This is an optimization exercise on Yosys and OpenROAD, whose aim is small area, not a production implementation.
In this exercise RTL edits were held to simulation tests only and were not proved equivalent to the original.
Power and IR drop assume default switching activity.

==> flow/design.v <==
`default_nettype none
module aes_run_sequencer #(
    parameter int DATA_W      = 128,
    parameter int TIMEOUT_CYC = 1024
) (
    input  logic               clk,
    input  logic               rst,
    input  logic               swrst,
    input  logic               run,
    input  logic               extin_en,
    input  logic [7:0]         extin_addr,
    input  logic [DATA_W-1:0]  extin_data,
    input  logic [7:0]         extout_addr,
    output logic [DATA_W-1:0]  extout_data,
    output logic [DATA_W-1:0]  core_key,
    output logic [DATA_W-1:0]  core_din,
    output logic               core_start,
    input  logic [DATA_W-1:0]  core_dout,
    input  logic               core_done,
    output logic               core_abort,
    output logic               trigger,
    output logic               busy
);
    localparam int                 C_CNT_W    = 11;
    localparam logic [C_CNT_W-1:0] C_TMO_LAST = 11'h55f;
    localparam logic [2:0] S_IDLE  = 3'b000;
    localparam logic [2:0] S_LOAD  = 3'b100;
    localparam logic [2:0] S_STORE = 3'b101;
    localparam logic [2:0] S_START = 3'b110;
    localparam logic [2:0] S_WAIT  = 3'b111;
    logic [2:0]         r_state;
    logic [2:0]         w_state_next;
    logic [DATA_W-1:0]  r_key;
    logic [DATA_W-1:0]  r_pt;
    logic [DATA_W-1:0]  r_ct;
    logic [DATA_W-1:0]  r_cfg;
    logic [DATA_W-1:0]  r_hold;
    logic               r_pend_key;
    logic               r_pend_pt;
    logic               r_pend_ct;
    logic               r_pend_cfg;
    logic               r_sel_key;
    logic               r_sel_pt;
    logic               r_sel_ct;
    logic               r_sel_cfg;
    logic               r_sel_stat;
    logic               r_busy_q;
    logic               r_wr_drop_q;
    logic               r_wr_drop;
    logic [7:0]         r_cnt_lag;
    logic               r_cnt_clr;
    logic               r_cnt_inc;
    logic               r_timeout_lag;
    logic [C_CNT_W-1:0] r_tmo_cnt;
    logic               r_abort;
    logic [7:0]         w_cnt_inc;
    logic [7:0]         w_iter_cnt;
    logic               w_timeout;
    logic               w_idle, w_load, w_start, w_wait, w_store;
    logic               w_writable;
    logic               w_wr_en;
    logic               w_run_accept;
    logic               w_timeout_hit;
    logic               w_iter_more;
    logic               w_first;
    logic               w_ld_wr, w_ld_dout, w_ld_pt, w_ld_zero, w_ld_hold;
    assign w_idle  = (r_state == S_IDLE);
    assign w_load  = (r_state == S_LOAD);
    assign w_start = (r_state == S_START);
    assign w_wait  = (r_state == S_WAIT);
    assign w_store = (r_state == S_STORE);
    assign w_writable = (extin_addr == 8'd0) || (extin_addr == 8'd1) ||
                        (extin_addr == 8'd3);
    assign w_wr_en      = extin_en && w_writable && w_idle && !swrst;
    assign w_run_accept = w_idle && run && !swrst;
    assign w_timeout_hit = w_wait && !core_done && (r_tmo_cnt == C_TMO_LAST) && !swrst;
    assign w_cnt_inc  = r_cnt_lag + 8'd1;
    assign w_iter_cnt = r_cnt_clr ? 8'd0 : (r_cnt_inc ? w_cnt_inc : r_cnt_lag);
    assign w_timeout  = !r_cnt_clr && (r_abort || r_timeout_lag);
    assign w_iter_more = (w_cnt_inc < r_cfg[7:0]);
    assign w_first     = r_cnt_clr;
    always_comb begin
        w_state_next = r_state;
        case (r_state)
            S_IDLE:  if (run) w_state_next = S_LOAD;
            S_LOAD:  w_state_next = S_START;
            S_START: w_state_next = S_WAIT;
            S_WAIT: begin
                if (core_done)                     w_state_next = S_STORE;
                else if (r_tmo_cnt == C_TMO_LAST)  w_state_next = S_IDLE;
            end
            S_STORE: w_state_next = w_iter_more ? S_LOAD : S_IDLE;
            default: w_state_next = S_IDLE;
        endcase
        if (swrst) w_state_next = S_IDLE;
    end
    always_ff @(posedge clk) begin
        if (rst) r_state <= S_IDLE;
        else     r_state <= w_state_next;
    end
    assign w_ld_zero = rst || swrst;
    assign w_ld_wr   = !w_ld_zero && w_wr_en;
    assign w_ld_dout = !w_ld_zero && w_wait && core_done;
    assign w_ld_pt   = !w_ld_zero && w_load && w_first && !r_pend_pt;
    assign w_ld_hold = !w_ld_zero && !w_ld_wr && !w_ld_dout && !w_ld_pt;
    logic [DATA_W-1:0] w_hold_next;
    aes_run_sequencer_ao4 #(.W(DATA_W), .EXTRA(0)) u_hold_mux (
        .s0(w_ld_wr),   .d0(extin_data),
        .s1(w_ld_dout), .d1(core_dout),
        .s2(w_ld_pt),   .d2(r_pt),
        .s3(w_ld_hold), .d3(r_hold),
        .e('0),
        .y(w_hold_next)
    );
    always_ff @(posedge clk) begin
        r_hold <= w_hold_next;
    end
    always_ff @(posedge clk) begin
        if (rst) begin
            r_pend_key <= 1'b1;
            r_pend_pt  <= 1'b1;
            r_pend_ct  <= 1'b1;
            r_pend_cfg <= 1'b1;
        end else begin
            r_pend_key <= w_wr_en && (extin_addr == 8'd0);
            r_pend_pt  <= w_wr_en && (extin_addr == 8'd1);
            r_pend_cfg <= w_wr_en && (extin_addr == 8'd3);
            r_pend_ct  <= swrst || w_store;
        end
    end
    always_ff @(posedge clk) begin
        if (r_pend_key) r_key <= r_hold;
        if (r_pend_pt)  r_pt  <= r_hold;
        if (r_pend_ct)  r_ct  <= r_hold;
        if (r_pend_cfg) r_cfg <= r_hold;
    end
    always_ff @(posedge clk) begin
        if (rst) begin
            r_wr_drop <= 1'b0;
            r_abort   <= 1'b0;
            r_cnt_clr <= 1'b1;
            r_cnt_inc <= 1'b0;
        end else begin
            r_abort   <= swrst || w_timeout_hit;
            r_cnt_clr <= swrst || w_run_accept;
            r_cnt_inc <= !swrst && w_store;
            if (swrst || w_run_accept)
                r_wr_drop <= 1'b0;
            else if (extin_en && w_writable && !w_idle)
                r_wr_drop <= 1'b1;
        end
    end
    always_ff @(posedge clk) begin
        r_cnt_lag     <= w_iter_cnt;
        r_timeout_lag <= w_timeout;
        r_busy_q      <= !w_idle;
        r_wr_drop_q   <= r_wr_drop;
    end
    always_ff @(posedge clk) begin
        if (w_start) r_tmo_cnt <= '0;
        else         r_tmo_cnt <= {r_tmo_cnt[9:0], ~(r_tmo_cnt[10] ^ r_tmo_cnt[8])};
    end
    always_ff @(posedge clk) begin
        if (rst) begin
            r_sel_key <= 1'b0;
            r_sel_pt  <= 1'b0;
            r_sel_ct  <= 1'b0;
            r_sel_cfg <= 1'b0;
            r_sel_stat <= 1'b0;
        end else begin
            r_sel_key <= (extout_addr == 8'd0);
            r_sel_pt  <= (extout_addr == 8'd1);
            r_sel_ct  <= (extout_addr == 8'd2);
            r_sel_cfg <= (extout_addr == 8'd3);
            r_sel_stat <= (extout_addr == 8'd4);
        end
    end
    logic [DATA_W-1:0] w_stat_rd;
    always_comb begin
        w_stat_rd        = '0;
        w_stat_rd[0]     = r_sel_stat && r_busy_q;
        w_stat_rd[1]     = r_sel_stat && r_timeout_lag;
        w_stat_rd[2]     = r_sel_stat && r_wr_drop_q;
        w_stat_rd[15:8]  = {8{r_sel_stat}} & r_cnt_lag;
    end
    aes_run_sequencer_ao4 #(.W(DATA_W), .EXTRA(1)) u_read_mux (
        .s0(r_sel_key), .d0(r_key),
        .s1(r_sel_pt),  .d1(r_pt),
        .s2(r_sel_ct),  .d2(r_ct),
        .s3(r_sel_cfg), .d3(r_cfg),
        .e(w_stat_rd),
        .y(extout_data)
    );
    assign core_key   = r_key;
    assign core_din   = r_hold;
    assign core_start = w_start;
    assign core_abort = r_abort;
    assign trigger    = w_start || w_wait;
    assign busy       = !w_idle;
endmodule
module aes_run_sequencer_ao4 #(
    parameter int W     = 128,
    parameter bit EXTRA = 0
) (
    input  logic         s0, s1, s2, s3,
    input  logic [W-1:0] d0, d1, d2, d3,
    input  logic [W-1:0] e,
    output logic [W-1:0] y
);
    for (genvar i = 0; i < W; i++) begin : g_bit
        if (EXTRA && (i <= 2 || (i >= 8 && i <= 15))) begin : g_ext
            aes_run_sequencer_ao5_bit u_bit (
                .s0(s0), .s1(s1), .s2(s2), .s3(s3),
                .d0(d0[i]), .d1(d1[i]), .d2(d2[i]), .d3(d3[i]),
                .e(e[i]), .y(y[i])
            );
        end else begin : g_std
            aes_run_sequencer_ao4_bit u_bit (
                .s0(s0), .s1(s1), .s2(s2), .s3(s3),
                .d0(d0[i]), .d1(d1[i]), .d2(d2[i]), .d3(d3[i]),
                .y(y[i])
            );
        end
    end
endmodule
module aes_run_sequencer_aoi3_bit (
    input  logic s0, s1, s2,
    input  logic d0, d1, d2,
    output logic y_n
);
    assign y_n = ~((s0 & d0) | (s1 & d1) | (s2 & d2));
endmodule
module aes_run_sequencer_ao4_bit (
    input  logic s0, s1, s2, s3,
    input  logic d0, d1, d2, d3,
    output logic y
);
    logic w_n;
    aes_run_sequencer_aoi3_bit u_aoi3 (
        .s0(s0), .s1(s1), .s2(s2), .d0(d0), .d1(d1), .d2(d2), .y_n(w_n)
    );
    logic z_n;
    aes_run_sequencer_nand2_bit u_nand_a (.a(s3), .b(d3), .y_n(z_n));
    aes_run_sequencer_nand2_bit u_nand_b (.a(w_n), .b(z_n), .y_n(y));
endmodule
module aes_run_sequencer_nand2_bit (
    input  logic a, b,
    output logic y_n
);
    assign y_n = ~(a & b);
endmodule
module aes_run_sequencer_ao5_bit (
    input  logic s0, s1, s2, s3,
    input  logic d0, d1, d2, d3,
    input  logic e,
    output logic y
);
    logic w_n;
    aes_run_sequencer_aoi3_bit u_aoi3 (
        .s0(s0), .s1(s1), .s2(s2), .d0(d0), .d1(d1), .d2(d2), .y_n(w_n)
    );
    assign y = ~(w_n & ~(s3 & d3) & ~e);
endmodule
`default_nettype wire
==> flow/flow/run.sh <==
#!/bin/bash
# Layout flow: the standard ORFS flow (standard.sh, standard synthesis
# unchanged) with two placement/CTS settings changed:
#   * port buffers use the smallest buffer (buf_1) instead of the default
#     pick; every input and output port still gets its own buffer;
#   * CTS builds the tree from clkbuf_8 with clusters of up to 16 sinks
#     within 50 um, and inserts no dummy loads.
# The make output goes to flow_make.log here; each ORFS step keeps its own
# log under orfs/logs/.
set -euo pipefail
export BUFFER_PORTS_ARGS="-buffer_cell sky130_fd_sc_hd__buf_1"
export CTS_ARGS="-sink_clustering_enable -repair_clock_nets -dont_use_dummy_load -sink_clustering_size 16 -sink_clustering_max_diameter 50 -buf_list {sky130_fd_sc_hd__clkbuf_8}"
bash standard.sh finish > flow_make.log 2>&1
==> flow/standard.sh <==
#!/bin/bash
# synth_recipe.tcl (not shown) runs the flow's synth.tcl, then flattens the netlist and writes it again
# the make line also repeats each setting of config.mk as NAME=value (left out here)
make -C /OpenROAD-flow-scripts/flow DESIGN_CONFIG=/design/flow/config.mk WORK_HOME=/design/flow/orfs CLKGATE_MAP_FILE= SYNTH_SCRIPT=/design/flow/synth_recipe.tcl "${@:-finish}"
==> flow/config.mk <==
export PLATFORM = sky130hd
export DESIGN_NAME = aes_run_sequencer
export DESIGN_NICKNAME = aes_run_sequencer
export VERILOG_FILES = /design/flow/design.v
export SDC_FILE = /design/flow/constraint.sdc
export NUM_CORES = 4
export LEC_CHECK = 0
export CAP_MARGIN = 5
export CORE_MARGIN = 2
export CORE_UTILIZATION = 60
export SLEW_MARGIN = 5
export SYNTH_HIERARCHICAL = 1
export SYNTH_MINIMUM_KEEP_SIZE = 0
==> flow/constraint.sdc <==
create_clock -name core_clock -period 5.0 [get_ports {clk}]
set_input_delay 1.0000 -clock core_clock [delete_from_list [all_inputs] [get_ports {clk}]]
set_output_delay 1.0000 -clock core_clock [all_outputs]
set_load 0.01 [all_outputs]
==> impl_metrics.yaml, run 1 <==
timing:
  timing.final.crit_share_pct: 73.5
  drv_slew: 0
  slew_headroom_pct: 28.0
  finalSetupViolations: 0
  finClkSkew_ns: 0.0363
  period_needed_ns: 3.67
  hold_viol_final: 0
  setup_tns_ns: 0
  rsz0062_at_grt: "no"
  max_freq_ghz: 0.272
  setup_ws_ns: 1.33
  tightest_slew_ns: 1.08
flow_run:
  drv_cap: 0
route:
  wl_per_cell_um: 27.3
  ant_nets: 0
  remaining_drc_errors: 0
  first_pass_iters: 12
  drt-total-wl_um: 78200
  num_vias: 18400
  viasPerCell: 6.43
  initialDrtViolationCount: 3377
critical_path:
  r2r_end: "r_hold[99]$_DFF_P_"
  required_ns: 4.00
  crit_fanout: 45
  crit_path_end_kind: "output pin"
  crit_arrival_ns: 2.67
  cp_slowest_cell: "dfxtp_4"
  r2r-start: "r_state[2]$_SDFFE_PP0P_"
  cp.depth: 4
  reg2regPathDepth: 6
  critPathMaxStageDelay_ns: 0.77
  critPathBufInv: 2
  critical_path.top_delay_family: "buffers and inverters"
  cp_cell_sequence: "buf_4, a222oi_1, nand2_1, buf_1"
  crit_type: "flop to output pin"
  cp-endpoint: "extout_data[79]"
  r2r_setup_slack_ns: 2.31
  startpoint_type: "flop"
  cp-startpoint: "r_sel_key$_SDFF_PP0_"
placement:
  port_buffers: 665
  gp_congestion: 0.905
  dp_cells: 2804
  post-place-ws_ns: 1.67
  place_hpwl_um: 51000
  dpl-instance-area_um2: 27700
synth:
  synth_warnings: 7
  syn-cell-area_um2: 24200
  syn_nets: 1882
  syn_avg_cell_area_um2: 15.2
  synth_cells: 1596
cells_and_area:
  areaGrowthSynthToFinish_pct: 17.5
  drive_gt1_share_pct: 4.12
  fillCellCount: 2910
  stdcell_area_um2: 28400
  finalNonFillerCells: 2868
  nNetsFinal: 2619
clocking:
  cts_made_buffers: 52
  cts_hold_buffers: 0
  clk_latency_ns: 0.67
  clk_path_buf_depth: 3
  cts_resized: 0
  htreeDepth: 2
  cts_tree: "built"
  clk_pin_slew_ns: 0.08
  cts_setup_buffers: 0
  cts.sinks: 678
  cts_root_buf: "clkbuf_8"
grt:
  grt-ovfl-total: 0
  grt_max_degree: 129
  grtUsageTotal_pct: 36.1
  grt_pass1_vias: 17500
  antenna_found_initial: 18
  grt_pass1_wl_um: 112000
die:
  io_pins: 666
  core_area_um2: 39700
  die_y_um: 205
  fp.dieW_um: 205
  die_area_um2: 41900
  fp-row-count: 73
  start_util_pct: 60.9
power_and_ir_drop:
  total_power_w: 0.00935
  power_density_nw_per_um2: 329
  ir_drop_mv: 0.244
  p_leak_nw: 10.7
min_path:
  min_path_type: "flop to flop"
run_status:
  status: "finished clean"
-- worst min-delay path by stage --
stage / from / end / slack [ns] / cells after the start
6_report: r_wr_drop$_SDFFE_PP0P_ / r_wr_drop_q$_DFF_P_ / 0.36 / 0
5_1_grt: r_wr_drop$_SDFFE_PP0P_ / r_wr_drop_q$_DFF_P_ / 0.37 / 0
4_1_cts: r_wr_drop$_SDFFE_PP0P_ / r_wr_drop_q$_DFF_P_ / 0.36 / 0
3_5_place_dp: r_wr_drop$_SDFFE_PP0P_ / r_wr_drop_q$_DFF_P_ / 0.35 / 0
3_3_place_gp: r_wr_drop$_SDFFE_PP0P_ / r_wr_drop_q$_DFF_P_ / 0.35 / 0
2_1_floorplan: r_wr_drop$_SDFFE_PP0P_ / r_wr_drop_q$_DFF_P_ / 0.33 / 0
-- cell usage in the layout (no fill, tap or decap), types with 3 or more instances in the layout --
| master | n |
|---|---|
| xor2_1 | 10 |
| nor2_1 | 20 |
| clkbuf_8 | 52 |
| buf_12 | 8 |
| nor3_1 | 4 |
| xnor2_1 | 3 |
| nor4_4 | 3 |
| and2_1 | 23 |
| buf_1 | 665 |
| dfxtp_4 | 8 |
| buf_4 | 16 |
| a222oi_1 | 256 |
| nand4_1 | 3 |
| diode_2 | 12 |
| edfxtp_1 | 512 |
| dfxtp_1 | 158 |
| a21oi_1 | 3 |
| nor3b_1 | 3 |
| ha_1 | 8 |
| nand2_1 | 517 |
| nand3b_1 | 12 |
| inv_1 | 12 |
-- power breakdown --
group,switching [W],internal (W)
logic,0.000238,0.000127
registers,0.000149,0.00625
clock network,0.00165,0.000929
-- routing by layer --
metal | up-vias | wire, um | track usage (%)
met2 | 1245 | 37800 | 58.4
li1 | 7925 | - | -
met4 | 10 | 3970 | 17.2
met1 | 9046 | 27200 | 45.6
met5 | - | 61 | 0
met3 | 201 | 9230 | 9.70
-- worst reg2reg max path: cells and delay by family, from the launching register on --
family / cells / cell delay (ns)
DFF: 1 / 0.36
buffers and inverters: 2 / 0.92
AOI/OAI and AO/OA: 1 / 0.40
and+or+nand+nor: 3 / 0.91
-- state kept, by name (all words and copies together) (netlist names), 3 cells and up --
| register | count |
|---|---|
| r_cfg | 128 |
| r_ct | 128 |
| r_hold | 128 |
| r_key | 128 |
| r_pt | 128 |
| r_tmo_cnt | 11 |
| r_cnt_lag | 8 |
| r_state | 3 |
-- through the flow --
| step | utilization, % | hold slack [ns] |
|---|---|---|
| after detailed placement | 69.7 | 0.349 |
| final | 71.6 | 0.362 |
| after global routing | 71.5 | 0.371 |
| after global placement | 69.7 | 0.346 |
| after floorplan | - | 0.332 |
| after CTS | 71.5 | 0.362 |
-- area by class of cell --
type,count,area [um2],area share (%)
clock buffer,52,716,2.52
timing repair buffer,689,2780,9.77
sequential,678,18700,65.9
antenna,12,30.0,0.106
tap,525,657,2.31
inverter,12,45.0,0.158
multi-input combinational,900,5480,19.3
==> run 2: changes to the inputs <==
--- a/flow/design.v
+++ b/flow/design.v
@@ -109,7 +109,7 @@
         .s1(w_ld_dout), .d1(core_dout),
         .s2(w_ld_pt),   .d2(r_pt),
         .s3(w_ld_hold), .d3(r_hold),
-        .e('0),
+        .s4(1'b0),      .d4('0),
         .y(w_hold_next)
     );
     always_ff @(posedge clk) begin
@@ -178,17 +178,17 @@
     logic [DATA_W-1:0] w_stat_rd;
     always_comb begin
         w_stat_rd        = '0;
-        w_stat_rd[0]     = r_sel_stat && r_busy_q;
-        w_stat_rd[1]     = r_sel_stat && r_timeout_lag;
-        w_stat_rd[2]     = r_sel_stat && r_wr_drop_q;
-        w_stat_rd[15:8]  = {8{r_sel_stat}} & r_cnt_lag;
+        w_stat_rd[0]     = r_busy_q;
+        w_stat_rd[1]     = r_timeout_lag;
+        w_stat_rd[2]     = r_wr_drop_q;
+        w_stat_rd[15:8]  = r_cnt_lag;
     end
     aes_run_sequencer_ao4 #(.W(DATA_W), .EXTRA(1)) u_read_mux (
         .s0(r_sel_key), .d0(r_key),
         .s1(r_sel_pt),  .d1(r_pt),
         .s2(r_sel_ct),  .d2(r_ct),
         .s3(r_sel_cfg), .d3(r_cfg),
-        .e(w_stat_rd),
+        .s4(r_sel_stat), .d4(w_stat_rd),
         .y(extout_data)
     );
     assign core_key   = r_key;
@@ -202,17 +202,16 @@
     parameter int W     = 128,
     parameter bit EXTRA = 0
 ) (
-    input  logic         s0, s1, s2, s3,
-    input  logic [W-1:0] d0, d1, d2, d3,
-    input  logic [W-1:0] e,
+    input  logic         s0, s1, s2, s3, s4,
+    input  logic [W-1:0] d0, d1, d2, d3, d4,
     output logic [W-1:0] y
 );
     for (genvar i = 0; i < W; i++) begin : g_bit
         if (EXTRA && (i <= 2 || (i >= 8 && i <= 15))) begin : g_ext
             aes_run_sequencer_ao5_bit u_bit (
-                .s0(s0), .s1(s1), .s2(s2), .s3(s3),
-                .d0(d0[i]), .d1(d1[i]), .d2(d2[i]), .d3(d3[i]),
-                .e(e[i]), .y(y[i])
+                .s0(s0), .s1(s1), .s2(s2), .s3(s3), .s4(s4),
+                .d0(d0[i]), .d1(d1[i]), .d2(d2[i]), .d3(d3[i]), .d4(d4[i]),
+                .y(y[i])
             );
         end else begin : g_std
             aes_run_sequencer_ao4_bit u_bit (
@@ -250,15 +249,16 @@
     assign y_n = ~(a & b);
 endmodule
 module aes_run_sequencer_ao5_bit (
-    input  logic s0, s1, s2, s3,
-    input  logic d0, d1, d2, d3,
-    input  logic e,
+    input  logic s0, s1, s2, s3, s4,
+    input  logic d0, d1, d2, d3, d4,
     output logic y
 );
-    logic w_n;
+    logic w_n, z_n, x_n;
     aes_run_sequencer_aoi3_bit u_aoi3 (
         .s0(s0), .s1(s1), .s2(s2), .d0(d0), .d1(d1), .d2(d2), .y_n(w_n)
     );
-    assign y = ~(w_n & ~(s3 & d3) & ~e);
+    aes_run_sequencer_nand2_bit u_nand_a (.a(s3), .b(d3), .y_n(z_n));
+    aes_run_sequencer_nand2_bit u_nand_c (.a(s4), .b(d4), .y_n(x_n));
+    assign y = ~(w_n & z_n & x_n);
 endmodule
 `default_nettype wire
--- a/flow/config.mk
+++ b/flow/config.mk
@@ -5,9 +5,9 @@
 export SDC_FILE = /design/flow/constraint.sdc
 export NUM_CORES = 4
 export LEC_CHECK = 0
-export CAP_MARGIN = 5
+export CAP_MARGIN = 20
 export CORE_MARGIN = 2
-export CORE_UTILIZATION = 60
-export SLEW_MARGIN = 5
+export CORE_UTILIZATION = 50
+export SLEW_MARGIN = 20
 export SYNTH_HIERARCHICAL = 1
 export SYNTH_MINIMUM_KEEP_SIZE = 0
==> run 2 against run 1 <==
Still clean on timing, DRC and antenna. Utilization down 12 points. Routed wire length up 5.7%. Fmax up 3.8%. Sequential share of layout area down 0.40 points. Critical path depth unchanged. Largest cell class unchanged. Largest power group unchanged.
==> impl_metrics.yaml, run 2 <==
die:
  core_area_um2: 47700
  fp-row-count: 80
  die_area_um2: 50100
  die_y_um: 224
  start_util_pct: 50.6
  io_pins: 666
  fp.dieW_um: 224
route:
  first_pass_iters: 10
  wl_per_cell_um: 27.8
  num_vias: 18500
  drt-total-wl_um: 82700
  remaining_drc_errors: 0
  viasPerCell: 6.21
  initialDrtViolationCount: 2810
  ant_nets: 0
synth:
  syn_nets: 1885
  syn-cell-area_um2: 24200
  synth_warnings: 7
  syn_avg_cell_area_um2: 15.1
  synth_cells: 1599
cells_and_area:
  nNetsFinal: 2626
  layout_commonest_cell: "buf_1"
  areaGrowthSynthToFinish_pct: 18.4
  drive_gt1_share_pct: 4.06
  final_cell_mix: "665 x buf_1, 528 x nand2_1, 512 x edfxtp_1"
  finalNonFillerCells: 2971
  stdcell_area_um2: 28600
clocking:
  clk_path_buf_depth: 3
  cts.sinks: 678
  clk_pin_slew_ns: 0.10
  cts_hold_buffers: 0
  cts_tree: "built"
  cts_root_buf: "clkbuf_8"
  cts_resized: 0
  cts_made_buffers: 56
  cts_setup_buffers: 0
  clk_latency_ns: 0.70
  htreeDepth: 2
timing:
  tightest_slew_ns: 1.12
  rsz0062_at_grt: "no"
  timing.final.crit_share_pct: 70.8
  finClkSkew_ns: 0.0496
  drv_slew: 0
  slew_headroom_pct: 25.0
  setup_tns_ns: 0
  hold_viol_final: 0
  finalSetupViolations: 0
  period_needed_ns: 3.54
  max_freq_ghz: 0.283
  holdWs_ns: 0.363
power_and_ir_drop:
  power_frac_seq_pct: 67.7
  combinationalPowerShare_pct: 3.9
  ir_drop_mv: 0.231
  clkPwrFrac_pct: 28.4
  power_switching_w: 0.00210
  swShare_pct: 22.1
  power_density_nw_per_um2: 331
  total_power_w: 0.00948
  internal_power_w: 0.00738
  p_leak_nw: 10.7
critical_path:
  crit_fanout: 37
  cp_cell_sequence: "buf_4, a222oi_1, nand2_1, buf_1"
  crit_type: "flop to output pin"
  crit_path_end_kind: "output pin"
  required_ns: 4.00
  cp_slowest_cell: "dfxtp_4"
  critPathMaxStageDelay_ns: 0.68
  crit_arrival_ns: 2.54
  startpoint_type: "flop"
run_status:
  status: "finished clean"
grt:
  grtUsageTotal_pct: 31.8
  antenna_found_initial: 21
  grt-ovfl-total: 0
  grt_pass1_vias: 17700
  grt_pass1_wl_um: 117000
  grt_max_degree: 129
flow_run:
  drv_cap: 0
placement:
  gp_congestion: 0.887
  dp_cells: 2897
  port_buffers: 665
  dpl-instance-area_um2: 27800
  place_hpwl_um: 52700
min_path:
  min_path_type: "flop to flop"
[run 2: critical path, delay by kind of cell (launching register included)]
family,cells,cell delay [ns]
buffers and inverters,2,0.86
DFF,1,0.68
AOI/OAI and AO/OA,1,0.20
and+or+nand+nor,1,0.13
[run 2: final cells by class]
type	count	area [um2]
fill	3984	19100
sequential	678	18700
multi-input combinational	904	5430
timing repair buffer	688	2820
clock buffer	56	771
tap	615	769
inverter	12	45.0
antenna	18	45.0
[run 2: stage by stage]
step	util (%)	setup WS (ns)
floorplan	-	0.0402
global placement	58.2	1.89
detailed placement	58.2	1.78
CTS	59.8	1.45
global route	59.9	1.39
finish	59.9	1.46
[run 2: routing by layer]
| layer | vias up | share of wire, % | global-route usage [%] |
|---|---|---|---|
| li1 | 7954 | - | - |
| met1 | 9173 | 37 | 40.3 |
| met2 | 1121 | 48 | 50.9 |
| met3 | 194 | 11 | 8.80 |
| met4 | 12 | 4.5 | 15.2 |
| met5 | - | 0.10 | 0 |
[run 2: path summary, 6_finish.rpt]
kind	slack, ns	depth (start not counted)	start	endpoint
worst max-delay path	1.46	4	r_sel_key$_SDFF_PP0_	extout_data[62]
worst min-delay path	0.36	0	r_wr_drop$_SDFFE_PP0P_	r_wr_drop_q$_DFF_P_
worst max register to register	2.26	2	r_pend_pt$_SDFF_PP1_	r_pt[5]$_DFFE_PP_
worst min register to register	0.36	0	r_wr_drop$_SDFFE_PP0P_	r_wr_drop_q$_DFF_P_
[run 2: power groups by stage]
| stage | clock network, W | logic (W) | registers, W |
|---|---|---|---|
| 2_1_floorplan | 0 | 0.0000910 | 0.00656 |
| 3_3_place_gp | 0 | 0.000370 | 0.00653 |
| 3_5_place_dp | 0 | 0.000372 | 0.00654 |
| 4_1_cts | 0.00275 | 0.000373 | 0.00641 |
| 5_1_grt | 0.00292 | 0.000397 | 0.00644 |
| 6_report | 0.00270 | 0.000369 | 0.00641 |
==> run 3: changes to the inputs <==
--- a/flow/config.mk
+++ b/flow/config.mk
@@ -7,7 +7,7 @@
 export LEC_CHECK = 0
 export CAP_MARGIN = 20
 export CORE_MARGIN = 2
-export CORE_UTILIZATION = 50
+export CORE_UTILIZATION = 60
 export SLEW_MARGIN = 20
 export SYNTH_HIERARCHICAL = 1
 export SYNTH_MINIMUM_KEEP_SIZE = 0
==> run 3 against run 2 <==
Critical path depth did not move. Clock skew rose by 0.028 ns. Fmax fell by 4.9%. Global-route usage rose by 5.5 points. Still clean. Combinational power barely moved. Sequential power barely moved. Sequential share of layout area rose by 0.44 points. Routed wire length fell by 2.1%. First-iteration DRC count rose by 9.5%. Synthesized cell count did not move. Cell count fell by 3.2%. Register-to-register slack improved by 0.04 ns.
==> impl_metrics.yaml, run 3 <==
critical_path:
  crit_type: "flop to output pin"
  crit_fanout: 67
  required_ns: 4.00
  cp_cell_sequence: "buf_12, a222oi_1, nand2_1, buf_1"
  crit_path_end_kind: "output pin"
  critPathMaxStageDelay_ns: 1.03
  cp_slowest_cell: "dfxtp_4"
  startpoint_type: "flop"
  cp-startpoint: "r_sel_ct$_SDFF_PP0_"
  crit_arrival_ns: 2.72
  critPathBufInv: 2
  r2r-start: "r_cnt_clr$_SDFF_PP1_"
  critical_path.top_delay_family: "flip-flops"
power_and_ir_drop:
  power_density_nw_per_um2: 331
  ir_drop_mv: 0.249
  p_leak_nw: 10.7
timing:
  hold_viol_final: 0
  drv_slew: 0
  finalSetupViolations: 0
  finClkSkew_ns: 0.0773
  rsz0062_at_grt: "no"
  slew_headroom_pct: 23.8
  tightest_slew_ns: 1.14
  max_freq_ghz: 0.269
  timing.final.crit_share_pct: 74.4
  period_needed_ns: 3.72
  setup_tns_ns: 0
clocking:
  cts_tree: "built"
  cts_root_buf: "clkbuf_8"
  clk_latency_ns: 0.70
  htreeDepth: 2
  cts.sinks: 678
  clk_pin_slew_ns: 0.07
  cts_setup_buffers: 0
  cts_resized: 0
  clk_path_buf_depth: 3
  cts_made_buffers: 53
  cts_hold_buffers: 0
grt:
  use_met3_pct: 10.8
  use_met1_pct: 46.9
  grt_max_degree: 129
  globalRouteMet2Util_pct: 59.6
  grt.busiest_layer: "met2"
  grt_pass1_vias: 17700
  grt_pass1_wl_um: 114000
  grt-ovfl-total: 0
  grtUsageTotal_pct: 37.3
  antenna_found_initial: 16
die:
  die_area_um2: 41900
  start_util_pct: 60.8
  core_area_um2: 39700
  die_y_um: 205
  io_pins: 666
  fp.dieW_um: 205
  fp-row-count: 73
placement:
  port_buffers: 665
  dp_cells: 2810
  gp_congestion: 0.897
  place_hpwl_um: 52400
synth:
  synth_cells: 1599
  syn_avg_cell_area_um2: 15.1
  syn-cell-area_um2: 24200
  synth_warnings: 7
  syn_nets: 1885
run_status:
  status: "finished clean"
route:
  initialDrtViolationCount: 3077
  ant_nets: 0
  viasPerCell: 6.49
  remaining_drc_errors: 0
  drt-total-wl_um: 81000
  wl_per_cell_um: 28.2
  num_vias: 18700
  first_pass_iters: 10
min_path:
  min_path_type: "flop to flop"
  min_from: "r_wr_drop$_SDFFE_PP0P_"
cells_and_area:
  fillCellCount: 2848
  nNetsFinal: 2626
  drive_gt1_share_pct: 4.06
  areaGrowthSynthToFinish_pct: 17.7
  final_cell_mix: "665 x buf_1, 528 x nand2_1, 512 x edfxtp_1"
  finalNonFillerCells: 2877
  layout_commonest_cell: "buf_1"
flow_run:
  drv_cap: 0
[run 3: cell type report]
class | instances | area [um2] | area share, %
Timing Repair Buffer | 691 | 2790 | 9.82
Antenna cell | 14 | 35.0 | 0.123
Inverter | 12 | 45.0 | 0.159
Multi-Input combinational cell | 904 | 5430 | 19.1
Sequential cell | 678 | 18700 | 65.9
Clock buffer | 53 | 729 | 2.57
Tap cell | 525 | 657 | 2.31
[run 3: worst paths after layout]
check	to	slack [ns]	cells after the start
setup / recovery	extout_data[102]	1.28	4
hold / removal	r_wr_drop_q$_DFF_P_	0.37	0
setup reg to reg	r_hold[16]$_DFF_P_	2.30	5
hold reg to reg	r_wr_drop_q$_DFF_P_	0.37	0
[run 3: routing by layer]
| metal | share of wire (%) | wire [um] |
|---|---|---|
| met2 | 48 | 38500 |
| met4 | 5.3 | 4300 |
| met3 | 12 | 10100 |
| met1 | 35 | 28000 |
| met5 | 0.075 | 61 |
[run 3: power breakdown]
group          switching, W  internal, W
clock network       0.00167     0.000946
logic              0.000243     0.000127
registers          0.000161      0.00625
total               0.00208      0.00733
[run 3: per-stage QoR]
stage	total power [W]	hold WS (ns)	worst slack, ns	instance area [um2]	util, %
floorplan	0.00665	0.331	0.0402	24200	-
global placement	0.00689	0.351	1.93	27700	69.6
detailed placement	0.00690	0.344	1.76	27700	69.6
CTS	0.00941	0.371	1.33	28400	71.4
global route	0.00965	0.375	1.26	28400	71.5
finish	0.00940	0.368	1.28	28400	71.5
==> run 4: changes to the inputs <==
==> flow/flow/run.sh (replaced) <==
#!/bin/bash
# Layout flow: the standard ORFS flow (standard.sh, standard synthesis
# unchanged) with two placement/CTS settings changed:
#   * port buffers use the smallest buffer (buf_1) instead of the default
#     pick; every input and output port still gets its own buffer;
#   * CTS builds the tree from clkbuf_8 with clusters of up to 16 sinks
#     within 60 um, and inserts no dummy loads.
# The make output goes to flow_make.log here; each ORFS step keeps its own
# log under orfs/logs/.
set -euo pipefail
export BUFFER_PORTS_ARGS="-buffer_cell sky130_fd_sc_hd__buf_1"
export CTS_ARGS="-sink_clustering_enable -repair_clock_nets -dont_use_dummy_load -sink_clustering_size 16 -sink_clustering_max_diameter 60 -buf_list {sky130_fd_sc_hd__clkbuf_8}"
bash standard.sh finish > flow_make.log 2>&1
==> run 4 against run 3 <==
Still clean. Fmax increased by 0.36%. Non-clock buffer count unchanged. Worst setup slack gained 0.013 ns. First-iteration DRC count grew 3.6%. Total power down 0.96%. Flip-flop and latch count is the same. Highest routed layer unchanged.
==> impl_metrics.yaml, run 4 <==
run_status:
  status: "finished clean"
power_and_ir_drop:
  power_density_nw_per_um2: 328
  p_leak_nw: 10.7
  ir_drop_mv: 0.295
grt:
  grt-ovfl-total: 0
  grt_max_degree: 129
  grt_pass1_vias: 17700
  grtUsageTotal_pct: 37.5
  grt_pass1_wl_um: 115000
  antenna_found_initial: 16
timing:
  timing.final.crit_share_pct: 74.2
  holdWs_ns: 0.372
  setup_tns_ns: 0
  rsz0062_at_grt: "no"
  finalSetupViolations: 0
  drv_slew: 0
  hold_viol_final: 0
  period_needed_ns: 3.71
  tightest_slew_ns: 1.09
  slew_headroom_pct: 27.2
  finClkSkew_ns: 0.0477
  setup_ws_ns: 1.29
  max_freq_ghz: 0.270
clocking:
  cts.sinks: 678
  cts_setup_buffers: 0
  clk_pin_slew_ns: 0.09
  clk_latency_ns: 0.68
  cts_made_buffers: 49
  cts_tree: "built"
  cts_resized: 0
  cts_hold_buffers: 0
  htreeDepth: 2
  clk_path_buf_depth: 3
  cts_root_buf: "clkbuf_8"
route:
  initialDrtViolationCount: 3188
  wl_per_cell_um: 28.2
  remaining_drc_errors: 0
  num_vias: 18800
  first_pass_iters: 10
  viasPerCell: 6.54
  ant_nets: 0
  drt-total-wl_um: 81100
critical_path:
  crit_arrival_ns: 2.71
  startpoint_type: "flop"
  crit_type: "flop to output pin"
  r2r_setup_slack_ns: 2.32
  crit_fanout: 67
  crit_path_end_kind: "output pin"
  r2r_end: "r_hold[16]$_DFF_P_"
  reg2regPathDepth: 6
  required_ns: 4.00
  r2r-start: "r_state[2]$_SDFFE_PP0P_"
die:
  fp.dieW_um: 205
  die_area_um2: 41900
  io_pins: 666
  core_area_um2: 39700
  fp-row-count: 73
  die_y_um: 205
  start_util_pct: 60.8
min_path:
  min_path_cells: 0
  min_path_type: "flop to flop"
  min_from: "r_wr_drop$_SDFFE_PP0P_"
  holdPathEnd: "r_wr_drop_q$_DFF_P_"
flow_run:
  drv_cap: 0
cells_and_area:
  nNetsFinal: 2622
  layout_commonest_cell: "buf_1"
  drive_gt1_share_pct: 3.90
  stdcell_area_um2: 28400
  final_cell_mix: "665 x buf_1, 528 x nand2_1, 512 x edfxtp_1"
  post-route-util_pct: 71.4
  areaGrowthSynthToFinish_pct: 17.4
synth:
  syn_avg_cell_area_um2: 15.1
  syn-cell-area_um2: 24200
  synth_warnings: 7
  syn_nets: 1885
  synth_cells: 1599
placement:
  port_buffers: 665
  gp_congestion: 0.897
  place_hpwl_um: 52400
  dpl-instance-area_um2: 27700
  post-place-ws_ns: 1.76
## run 4: cell count changes in the layout (fill, tap and decap cells not counted), sizes merged
cell	delta
diode	-1
clkbuf	-4
## run 4: cell type report
type,instances,area [um2]
sequential,678,18700
fill,2861,11400
multi-input combinational,904,5430
timing repair buffer,691,2790
clock buffer,49,674
tap,525,657
inverter,12,45.0
antenna,13,32.5
## run 4: power by group
group          leakage (nW)  total [W]  internal (W)  switching, W
combinational          3.60   0.000370      0.000127      0.000243
sequential             6.74    0.00641       0.00625      0.000160
clock                 0.352    0.00253      0.000879       0.00165
## run 4: how the worst max path moves through the flow
stage                        startpoint            endpoint  slack [ns]  cells past startpoint
floorplan                 extin_addr[3]   r_hold[0]$_DFF_P_        0.04                      5
global placement          extin_addr[3]  r_hold[72]$_DFF_P_        1.93                      7
detailed placement                  rst  r_hold[69]$_DFF_P_        1.76                      7
CTS                 r_sel_pt$_SDFF_PP0_    extout_data[115]        1.31                      4
global route        r_sel_ct$_SDFF_PP0_    extout_data[102]        1.26                      4
finish              r_sel_ct$_SDFF_PP0_    extout_data[102]        1.29                      4
## run 4: per-layer routing
metal | track usage [%] | up-vias | part of all wire [%]
met5 | 0 | - | 0.058
met4 | 19.6 | 6 | 5.3
met3 | 9.72 | 212 | 12
met2 | 59.6 | 1384 | 48
met1 | 47.7 | 9228 | 35
li1 | - | 7940 | -
## run 4: through the flow
step                cells  total power, W
floorplan            1599         0.00665
global placement     2810         0.00689
detailed placement   2810         0.00690
CTS                  2859         0.00932
global route         2870         0.00955
finish               2872         0.00931
## run 4: worst max-delay path: stages (launching register included)
cell      delay, ns
dfxtp_4        1.02
buf_12         0.42
a222oi_1       0.15
nand2_1        0.14
buf_1          0.22

what the ideal ports hide:
Ports are ideal in the flow. The routed layouts listed here were re-timed in OpenROAD.
Step 1 sets driving cells, clkbuf_16 on the clock port and buf_2 on the other inputs (assumed; they add their load-dependent delay and slew).
Step 2 times the ports against the registers' clock, not the clock port: input delays grow and output delays shrink by t, the midpoint of the rising clock arrivals with the driver on.
a / b / c = ideal ports / drivers / drivers and shift; a / b = the first two.
run | t (ns) | setup WS [ns] | worst data-port slew with drivers (ns)
run 1 | 0.712 | 1.326 / 1.270 / 1.513 | 0.13
run 2 | 0.720 | 1.462 / 1.406 / 1.756 | 0.11
run 3 | 0.716 | 1.279 / 1.225 / 1.661 | 0.11
run 4 | 0.704 | 1.292 / 1.237 / 1.661 | 0.12
After both steps setup and hold are still met in every run listed.
